Context: an optimization exercise on an open-source flow, tuned for small area, a short achievable clock period and few clock cycles per item. The choices shown serve that exercise and are no tape-out recipe. The RTL was checked by simulation tests, not by an equivalence proof against the original design. Power is estimated from default activity; no workload was simulated.

## before
==> flow/design.v (excerpt) <==
module alu_exec_unit #(
  parameter int WIDTH = 32,
  parameter int SHW   = $clog2(WIDTH)
) (
  input  logic             clk,
  input  logic             reset,
  input  logic             valid_in,
  output logic             ready,
  input  logic [3:0]       alu_ctrl,
  input  logic [WIDTH-1:0] op_a,
  input  logic [WIDTH-1:0] op_b,
  output logic             valid_out,
  output logic [WIDTH-1:0] result,
  output logic             zero,
  output logic             branch_taken
);
clock: 10.0 ns
lec_check: 0
abc_area: 1
cap_margin: 20
core_margin: 2
core_utilization: 30
place_density: 0.4
setup_slack_margin: 5
slew_margin: 20
standard.sh (not shown) runs the stock make flow with config.mk's settings and CLKGATE_MAP_FILE= SYNTH_SCRIPT=/design/flow/synth_recipe.tcl, a recipe that flattens the netlist after the stock synthesis.
==> flow/flow/run.sh <==
#!/bin/bash
set -euo pipefail
MARGIN=6.2
sed "s/SETUP_SLACK_MARGIN=[0-9.]*/SETUP_SLACK_MARGIN=${MARGIN} SKIP_INCREMENTAL_REPAIR=1 'BUFFER_PORTS_ARGS=-buffer_cell sky130_fd_sc_hd__buf_2'/" standard.sh > standard_margin.sh
grep -q "SKIP_INCREMENTAL_REPAIR=1 'BUFFER_PORTS_ARGS=-buffer_cell sky130_fd_sc_hd__buf_2'" standard_margin.sh
bash standard_margin.sh > orfs_make.log 2>&1
The flow did not stop early for before: all stages ran, and the layout cleared the timing, DRC and antenna checks.
Testbench counts of before, summed over its fixed seeds: cycles 46,571, items 24,000.
### before -> after
diff --git a/flow/design.v b/flow/design.v
--- a/flow/design.v
+++ b/flow/design.v
@@ -155,28 +155,26 @@
   logic [W1-1:0] r_next;
   assign r_next = ({W1{sel_sum}}  & sum)
                 | ({W1{sel_sh}}   & sh_out)
                 | ({W1{sel_rsh2}} & {r_q[W1-1], r_q[W1-1], r_q[W1-1:2]})
                 | ({W1{c_and}}    & {1'b0, a_q[WIDTH-1:0] & b_q[WIDTH-1:0]})
                 | ({W1{c_or}}     & {1'b0, a_q[WIDTH-1:0] | b_q[WIDTH-1:0]})
                 | ({W1{c_xor}}    & {1'b0, x_ab})
                 | W1'(c_slt & sum[WIDTH])
                 | W1'(c_sltu & (sum[WIDTH] ^ a_q[WIDTH-1] ^ b_q[WIDTH-1]));
   logic             swap;
   logic [WIDTH-1:0] in_a, in_b;
-  logic a16, b16, a8, b8;
-  assign a16  = (op_a[WIDTH-1:15] == '0) || (op_a[WIDTH-1:15] == '1) || (op_a[WIDTH-1:16] == '0);
+  logic b16, a8;
   assign b16  = (op_b[WIDTH-1:15] == '0) || (op_b[WIDTH-1:15] == '1) || (op_b[WIDTH-1:16] == '0);
   assign a8   = (op_a[WIDTH-1:7] == '0) || (op_a[WIDTH-1:7] == '1) || (op_a[WIDTH-1:8] == '0);
-  assign b8   = (op_b[WIDTH-1:7] == '0) || (op_b[WIDTH-1:7] == '1) || (op_b[WIDTH-1:8] == '0);
-  assign swap = ((alu_ctrl == CTRL_MUL) && ((!a16 && b16) || (!a8 && b8)))
+  assign swap = ((alu_ctrl == CTRL_MUL) && b16 && !a8)
               || (alu_ctrl == CTRL_DIV) || (alu_ctrl == CTRL_REM);
   assign in_a = swap ? op_b : op_a;
   assign in_b = swap ? op_a : op_b;
   logic n_xa, n_xinv, n_yb, n_yb2, n_yr, n_y4, n_yinv, n_cin;
   logic n_rmul, n_rdv, n_rsh, n_rsum, n_and, n_or, n_xor, n_slt, n_sltu;
   logic n_shl, n_sha, n_shm, n_shn, n_asum, n_bkeep;
   logic [1:0] n_amt;
   logic [2:0] bz;
   logic       dsub_n;
   assign dsub_n = ph0 ? ~(dsa ^ dsb) : (dsub ^ ~dsucc);
   always_comb begin
[summary]
Max layout buffering overhead excluding clock cells across before and after: before
Worst setup slack was higher in after than in before.
before has a lower power than after.
Going from before to after, global-route usage has decreased, die outline area has decreased.
after: all stages done; final checks FAILED (max-capacitance violations, max-slew violations).
The fraction of standard cell area in multi-input logic number comes out higher for after vs before.
after -> before: number of endpoints failing setup at the final stage delta 0, exact match
Testbench counts of after, summed over its fixed seeds: cycles 46,536, items 24,000.

Setup of job 105:
alu_exec_unit, a different RTL version from the one above (not shown whole).
Size: roughly 2800 cells after synthesis, ~140 flip-flops, about 110 I/O pins.
Settings: LEC_CHECK=0, ABC_AREA=1, CAP_MARGIN=20, CORE_MARGIN=2, CORE_UTILIZATION=30, PLACE_DENSITY=0.4, SETUP_SLACK_MARGIN=5, SLEW_MARGIN=20; clock period 10.0 ns.
==> flow/flow/run.sh <==
#!/bin/bash
set -euo pipefail
MARGIN=6.2
PORTS="'BUFFER_PORTS_ARGS=-buffer_cell sky130_fd_sc_hd__buf_2'"
sed "s/SETUP_SLACK_MARGIN=[0-9.]*/SETUP_SLACK_MARGIN=${MARGIN} ${PORTS}/" standard.sh > standard_cts.sh
sed "s/SETUP_SLACK_MARGIN=[0-9.]*/SETUP_SLACK_MARGIN=0 ${PORTS}/" standard.sh > standard_fin.sh
grep -q "SETUP_SLACK_MARGIN=${MARGIN} 'BUFFER_PORTS_ARGS" standard_cts.sh
grep -q "SETUP_SLACK_MARGIN=0 'BUFFER_PORTS_ARGS" standard_fin.sh
bash standard_cts.sh cts > orfs_make_cts.log 2>&1
bash standard_fin.sh > orfs_make_finish.log 2>&1
Testbench counts of job 105, summed over its fixed seeds: cycles 47,809, items 24,000.
For job 104, these inputs were changed with respect to job 105:
--- a/flow/design.v
+++ b/flow/design.v
@@ -54,24 +54,23 @@
   input  logic             valid_in,
   output logic             ready,
   input  logic [3:0]       alu_ctrl,
   input  logic [WIDTH-1:0] op_a,
   input  logic [WIDTH-1:0] op_b,
   output logic             valid_out,
   output logic [WIDTH-1:0] result,
   output logic             zero,
   output logic             branch_taken
 );
   localparam int W1 = WIDTH + 1;
-  logic [W1-1:0]  a_q, r_q;
-  logic [WIDTH-1:0] b_q;              
+  logic [W1-1:0]  a_q, b_q, r_q;
   logic           v_q, rdy_q, vout_q, zero_q, br_q;
   logic [1:0]     ph_q;
   logic [SHW-1:0] cnt_q;
   logic [1:0]     amt_q;
   logic           sa_q, sb_q, dz_q, zp_q;
   logic           f_mdu, f_mul, f_rem, f_beq, f_bneq;
   logic           c_xa, c_xinv, c_yb, c_yb2, c_yr, c_y4, c_yinv, c_cin;
   logic           c_rmul, c_rdv, c_rsh, c_rsum, c_and, c_or, c_xor, c_slt, c_sltu;
   logic           c_shl, c_sha, c_shm, c_shn, c_asum, c_bkeep;
   assign ready        = rdy_q;
   assign valid_out    = vout_q;
@@ -80,23 +79,23 @@
   assign branch_taken = br_q;
   logic mdu, ph0;
   assign mdu = v_q && f_mdu;
   assign ph0 = (ph_q == PH_0);
   logic [WIDTH-1:0] x_ab;
   logic             eq;
   assign x_ab = a_q[WIDTH-1:0] ^ b_q[WIDTH-1:0];
   assign eq   = ~|x_ab;
   logic [W1-1:0] xop, yop, sum;
   logic [W1+1:0] sum_w;
   assign xop   = ({W1{c_xa}} & a_q) ^ {W1{c_xinv}};
-  assign yop   = (({W1{c_yb}} & {b_q[WIDTH-1], b_q}) | ({W1{c_yb2}} & {b_q, 1'b0})
+  assign yop   = (({W1{c_yb}} & b_q) | ({W1{c_yb2}} & {b_q[W1-2:0], 1'b0})
                  | ({W1{c_yr}} & r_q) | (W1'(c_y4) << 2)) ^ {W1{c_yinv}};
   assign sum_w = {1'b0, xop, 1'b1} + {1'b0, yop, c_cin};
   assign sum   = sum_w[W1:1];
   logic [SHW-1:0] sh_amt;
   logic [W1-1:0]  sh_in, sh_r, sh_out;
   logic           sh_fill;
   logic [W1:0]    sh_wide;
   assign sh_amt = c_shn ? cnt_q : c_shm ? SHW'(amt_q) : b_q[SHW-1:0];
   always_comb begin
     sh_fill = ~c_shl & c_sha & a_q[W1-1];
     for (int i = 0; i < W1; i++) sh_in[i] = c_shl ? a_q[W1-1-i] : a_q[i];
@@ -234,31 +233,31 @@
           end
         end
       endcase
     end
   end
   always_ff @(posedge clk) begin
     r_q <= r_next;
     if (rdy_q)                     fix2_q <= 1'b0;
     else if (ph_q == PH_F && rem2) fix2_q <= 1'b1;
     if (rdy_q) begin
       a_q <= {in_a[WIDTH-1], in_a};
-      b_q <= in_b;
+      b_q <= {in_b[WIDTH-1], in_b};
       f_mdu  <= (alu_ctrl == CTRL_MUL) || (alu_ctrl == CTRL_DIV) || (alu_ctrl == CTRL_REM);
       f_mul  <= (alu_ctrl == CTRL_MUL);
       f_rem  <= (alu_ctrl == CTRL_REM);
       f_beq  <= (alu_ctrl == CTRL_BEQ);
       f_bneq <= (alu_ctrl == CTRL_BNEQ);
     end else begin
       a_q <= c_asum ? sum : sh_out;
-      b_q <= f_mul ? {b_q[WIDTH-3:0], 2'b00} : ({b_q[WIDTH-2:0], dsucc} & {WIDTH{c_bkeep}});
+      b_q <= f_mul ? {b_q[W1-3:0], 2'b00} : ({b_q[W1-2:0], dsucc} & {W1{c_bkeep}});
     end
     {c_xa, c_xinv, c_yb, c_yb2, c_yr, c_y4, c_yinv, c_cin} <=
       {n_xa, n_xinv, n_yb, n_yb2, n_yr, n_y4, n_yinv, n_cin};
     {c_rmul, c_rdv, c_rsh, c_rsum, c_and, c_or, c_xor, c_slt, c_sltu} <=
       {n_rmul, n_rdv, n_rsh, n_rsum, n_and, n_or, n_xor, n_slt, n_sltu};
     {c_shl, c_sha, c_shm, c_shn, c_asum, c_bkeep} <= {n_shl, n_sha, n_shm, n_shn, n_asum, n_bkeep};
     amt_q <= n_amt;
     if (!(mdu && !ph0)) begin
       zp_q <= eq;
       sa_q <= a_q[WIDTH-1];
       sb_q <= b_q[WIDTH-1];
### Flow results
Job 104 finished all stages; the layout is clean. Job 104 ended with less power spent charging and discharging nets than job 105. Taking job 105 as the reference point, the final worst slack of job 104 rises by 0.14 ns. Delta (job 104 minus job 105): wire length on met2 rose by 6.3%, number of violations reported at the end of detailed-routing iteration 0 fell by 2.9%, cell area rose by about 1.7%. In job 104, the clock network fraction of design power came out 0.8 points above the value in job 105. From job 105 to job 104 the numbers moved as follows: fraction of standard cell area in multi-input logic decreased by 1.2 points relative to the old numbers; total power increased by 21 uW relative to the old numbers; sequential cell area in the final layout increased by about 1.6% relative to the old numbers; global-route usage decreased by 0.48 points relative to the old numbers. Critical path depth, job 105 and job 104: larger value in job 105. Between job 104 and job 105, the post-synthesis mux area share figures differ only marginally.
Testbench counts of job 104, summed over its fixed seeds: cycles 47,809, items 24,000.

alu_exec_unit with an RTL version that a note above also has.
Size in the first run: about 2800 cells after synthesis, ~140 flip-flops, ~110 I/O pins, ~17000 um2 of cells after synthesis.
// alu_exec_unit
module alu_exec_unit #(
  parameter int WIDTH = 32,
  parameter int SHW   = $clog2(WIDTH)
) (
  input  logic             clk,
  input  logic             reset,
  input  logic             valid_in,
  output logic             ready,
  input  logic [3:0]       alu_ctrl,
  input  logic [WIDTH-1:0] op_a,
  input  logic [WIDTH-1:0] op_b,
  output logic             valid_out,
  output logic [WIDTH-1:0] result,
  output logic             zero,
  output logic             branch_taken
);
==> flow/config.mk <==
export PLATFORM = sky130hd
export DESIGN_NAME = alu_exec_unit
export DESIGN_NICKNAME = alu_exec_unit
export VERILOG_FILES = /design/flow/design.v
export SDC_FILE = /design/flow/constraint.sdc
export NUM_CORES = 4
export LEC_CHECK = 0
export ABC_AREA = 1
export CAP_MARGIN = 20
export CORE_MARGIN = 2
export CORE_UTILIZATION = 30
export PLACE_DENSITY = 0.4
export SETUP_SLACK_MARGIN = 5
export SLEW_MARGIN = 20
==> flow/constraint.sdc <==
create_clock -name core_clock -period 10.0 [get_ports {clk}]
set_input_delay 2.0000 -clock core_clock [delete_from_list [all_inputs] [get_ports {clk}]]
set_output_delay 2.0000 -clock core_clock [all_outputs]
set_load 0.01 [all_outputs]
==> flow/flow/run.sh <==
#!/bin/bash
set -euo pipefail
MARGIN=6.2
sed "s/SETUP_SLACK_MARGIN=[0-9.]*/SETUP_SLACK_MARGIN=${MARGIN} SKIP_INCREMENTAL_REPAIR=1 'BUFFER_PORTS_ARGS=-buffer_cell sky130_fd_sc_hd__buf_2'/" standard.sh > standard_margin.sh
grep -q "SKIP_INCREMENTAL_REPAIR=1 'BUFFER_PORTS_ARGS=-buffer_cell sky130_fd_sc_hd__buf_2'" standard_margin.sh
bash standard_margin.sh > orfs_make.log 2>&1
Testbench counts at the start, summed over its fixed seeds: cycles 47,809, items 24,000.
Change:
--- a/flow/design.v
+++ b/flow/design.v
@@ -92,13 +92,13 @@
   assign sum_w = {1'b0, xop, 1'b1} + {1'b0, yop, c_cin};
   assign sum   = sum_w[W1:1];
   logic [SHW-1:0] sh_amt;
   logic [W1-1:0]  sh_in, sh_r, sh_out;
   logic           sh_fill;
   logic [W1:0]    sh_wide;
-  assign sh_amt = c_shn ? cnt_q : c_shm ? SHW'(amt_q) : b_q[SHW-1:0];
+  assign sh_amt = c_shn ? nalign : c_shm ? SHW'(amt_q) : b_q[SHW-1:0];
   always_comb begin
     sh_fill = ~c_shl & c_sha & a_q[W1-1];
     for (int i = 0; i < W1; i++) sh_in[i] = c_shl ? a_q[W1-1-i] : a_q[i];
     if (!c_shl) sh_in[W1-1] = sh_fill;
     sh_wide = $signed({sh_fill, sh_in}) >>> sh_amt;
     sh_r    = sh_wide[W1-1:0];
@@ -119,27 +119,26 @@
   logic rem2, rem2_n, fix2_q;
   assign rem2          = f_rem & sa_q & ~sb_q & ~b_q[0];   
   assign rem2_n        = f_rem & sa_q & ~sb_q & ~dsucc;    
   assign div_last      = (ph_q == PH_F) && (fix2_q || !rem2);
   assign div_next_last = ((ph_q == PH_IT) && (cnt_q == '0) && !rem2_n)
                       || ((ph_q == PH_F) && !fix2_q && rem2);
-  logic           nza, nzb, dsa;
-  logic [4:0]     pa, pb;
+  logic           nza, nzb, nza_q, nzb_q;
+  logic [4:0]     pa, pb, pa_q, pb_q;
   logic [6:0]     dab, dax;
   logic [SHW-1:0] nalign;
   mdu_bitlen u_la (.x(a_q[WIDTH-1:0] ^ {WIDTH{a_q[WIDTH-1]}}), .nz(nza), .pos(pa));
   mdu_bitlen u_lb (.x(b_q[WIDTH-1:0] ^ {WIDTH{b_q[WIDTH-1]}}), .nz(nzb), .pos(pb));
-  assign dsa = a_q[WIDTH-1];
-  assign dab = 7'(pa) - 7'(pb) + 7'(dsa);            
-  assign dax = 7'(pa) + 7'(1) + 7'(dsa);             
+  assign dab = 7'(pa_q) - 7'(pb_q) + 7'(sa_q);       
+  assign dax = 7'(pa_q) + 7'(1) + 7'(sa_q);          
   always_comb begin
-    if (!nzb && !b_q[WIDTH-1])
-      nalign = '1;                                   
-    else if (!nza)
-      nalign = SHW'(dsa & ~nzb);
-    else if (!nzb)
+    if (dz_q)
+      nalign = '1;
+    else if (!nza_q)
+      nalign = SHW'(sa_q & ~nzb_q);
+    else if (!nzb_q)
       nalign = dax[5] ? '1 : dax[SHW-1:0];
     else if (dab[6])
       nalign = '0;
     else
       nalign = dab[5] ? '1 : dab[SHW-1:0];
   end
@@ -158,16 +157,18 @@
                 | ({W1{c_or}}     & {1'b0, a_q[WIDTH-1:0] | b_q[WIDTH-1:0]})
                 | ({W1{c_xor}}    & {1'b0, x_ab})
                 | W1'(c_slt & sum[WIDTH])
                 | W1'(c_sltu & (sum[WIDTH] ^ a_q[WIDTH-1] ^ b_q[WIDTH-1]));
   logic             swap;
   logic [WIDTH-1:0] in_a, in_b;
-  logic b16, a8;
+  logic a16, b16, a8, b8;
+  assign a16  = (op_a[WIDTH-1:15] == '0) || (op_a[WIDTH-1:15] == '1) || (op_a[WIDTH-1:16] == '0);
   assign b16  = (op_b[WIDTH-1:15] == '0) || (op_b[WIDTH-1:15] == '1) || (op_b[WIDTH-1:16] == '0);
   assign a8   = (op_a[WIDTH-1:7] == '0) || (op_a[WIDTH-1:7] == '1) || (op_a[WIDTH-1:8] == '0);
-  assign swap = (alu_ctrl == CTRL_MUL) && b16 && !a8;
+  assign b8   = (op_b[WIDTH-1:7] == '0) || (op_b[WIDTH-1:7] == '1) || (op_b[WIDTH-1:8] == '0);
+  assign swap = (alu_ctrl == CTRL_MUL) && ((!a16 && b16) || (!a8 && b8));
   assign in_a = swap ? op_b : op_a;
   assign in_b = swap ? op_a : op_b;
   logic n_xa, n_xinv, n_yb, n_yb2, n_yr, n_y4, n_yinv, n_cin;
   logic n_rmul, n_rdv, n_rsh, n_rsum, n_and, n_or, n_xor, n_slt, n_sltu;
   logic n_shl, n_sha, n_shm, n_shn, n_asum, n_bkeep;
   logic [1:0] n_amt;
@@ -226,13 +227,13 @@
             end
           end else begin
             n_rdv = 1'b1; n_yb = 1'b0; n_yr = 1'b1;
             n_xinv = (ph_q == PH_1) ? dsub : (dsub ^ ~dsucc);
             n_cin  = n_xinv;
             n_shm = 1'b1; n_sha = 1'b1; n_asum = 1'b0; n_bkeep = 1'b1;
-            n_amt = (cnt_q == SHW'((ph_q == PH_1) ? 0 : 1)) ? 2'd0 : 2'd1;
+            n_amt = (((ph_q == PH_1) ? nalign : cnt_q) == SHW'((ph_q == PH_1) ? 0 : 1)) ? 2'd0 : 2'd1;
           end
         end
       endcase
     end
   end
   always_ff @(posedge clk) begin
@@ -260,13 +261,16 @@
     if (!(mdu && !ph0)) begin
       zp_q <= eq;
       sa_q <= a_q[WIDTH-1];
       sb_q <= b_q[WIDTH-1];
       dz_q <= (b_q[WIDTH-1:0] == '0);
     end
-    if (ph0) cnt_q <= nalign;
+    if (ph0) begin
+      nza_q <= nza; nzb_q <= nzb; pa_q <= pa; pb_q <= pb;
+    end
+    if (ph_q == PH_1) cnt_q <= nalign;
     else if (ph_q == PH_IT) cnt_q <= cnt_q - 1'b1;
     zero_q <= (mdu && !ph0) ? zp_q : eq;
     br_q   <= (f_beq & eq) | (f_bneq & ~eq);
     if (reset) begin
       v_q    <= 1'b0;
       rdy_q  <= 1'b1;
- total power rises by 14%
- global-route usage rises by 3.2 points
- wire length rises by 15%
- count of clock-buffer cells in the layout stays the same
- setup slack is worse by 0.11 ns
- clock skew rises by 0.0059 ns
- clock power rises by 4.8%
Testbench counts after the change, summed over its fixed seeds: cycles 47,844, items 24,000.

afterwards: timing with drivers on the ports:
How much do the figures lean on ideal ports? The routed layouts below were timed once more, with nothing changed but the port constraints. Step 1: set_driving_cell puts a clkbuf_16 on clk and a buf_2 on each other input, an assumption about the parent block. Step 2, shift: input delay + t, output delay - t, t = (earliest + latest rising clock arrival at the registers) / 2. This alone moves slack from input paths to output paths. Three values: no drivers, after step 1, after step 2; two values: the first two.
run	shift t [ns]	slack for setup (ns)	worst setup path at the end	latest minus earliest clock arrival (ns)	worst slew at a driven data input, ns
before	0.565	5.973 / 5.973 / 5.507	input to register	0.016 / 0.016	0.07
after	0.530	6.046 / 6.046 / 5.578	input to register	0.023 / 0.023	0.04
job 105	0.518	5.876 / 5.876 / 5.669	input to register	0.010 / 0.011	0.05
job 104	0.545	6.016 / 6.016 / 5.635	input to register	0.014 / 0.014	0.06
the first run of note 3	0.545	6.016 / 6.016 / 5.635	input to register	0.014 / 0.014	0.06
the second run of note 3	0.574	5.907 / 5.922 / 5.348	input to register	0.020 / 0.020	0.05
For the second run of note 3, which loses most, drivers alone change the setup slack by +0.015 ns; drivers and shift together by -0.559 ns.
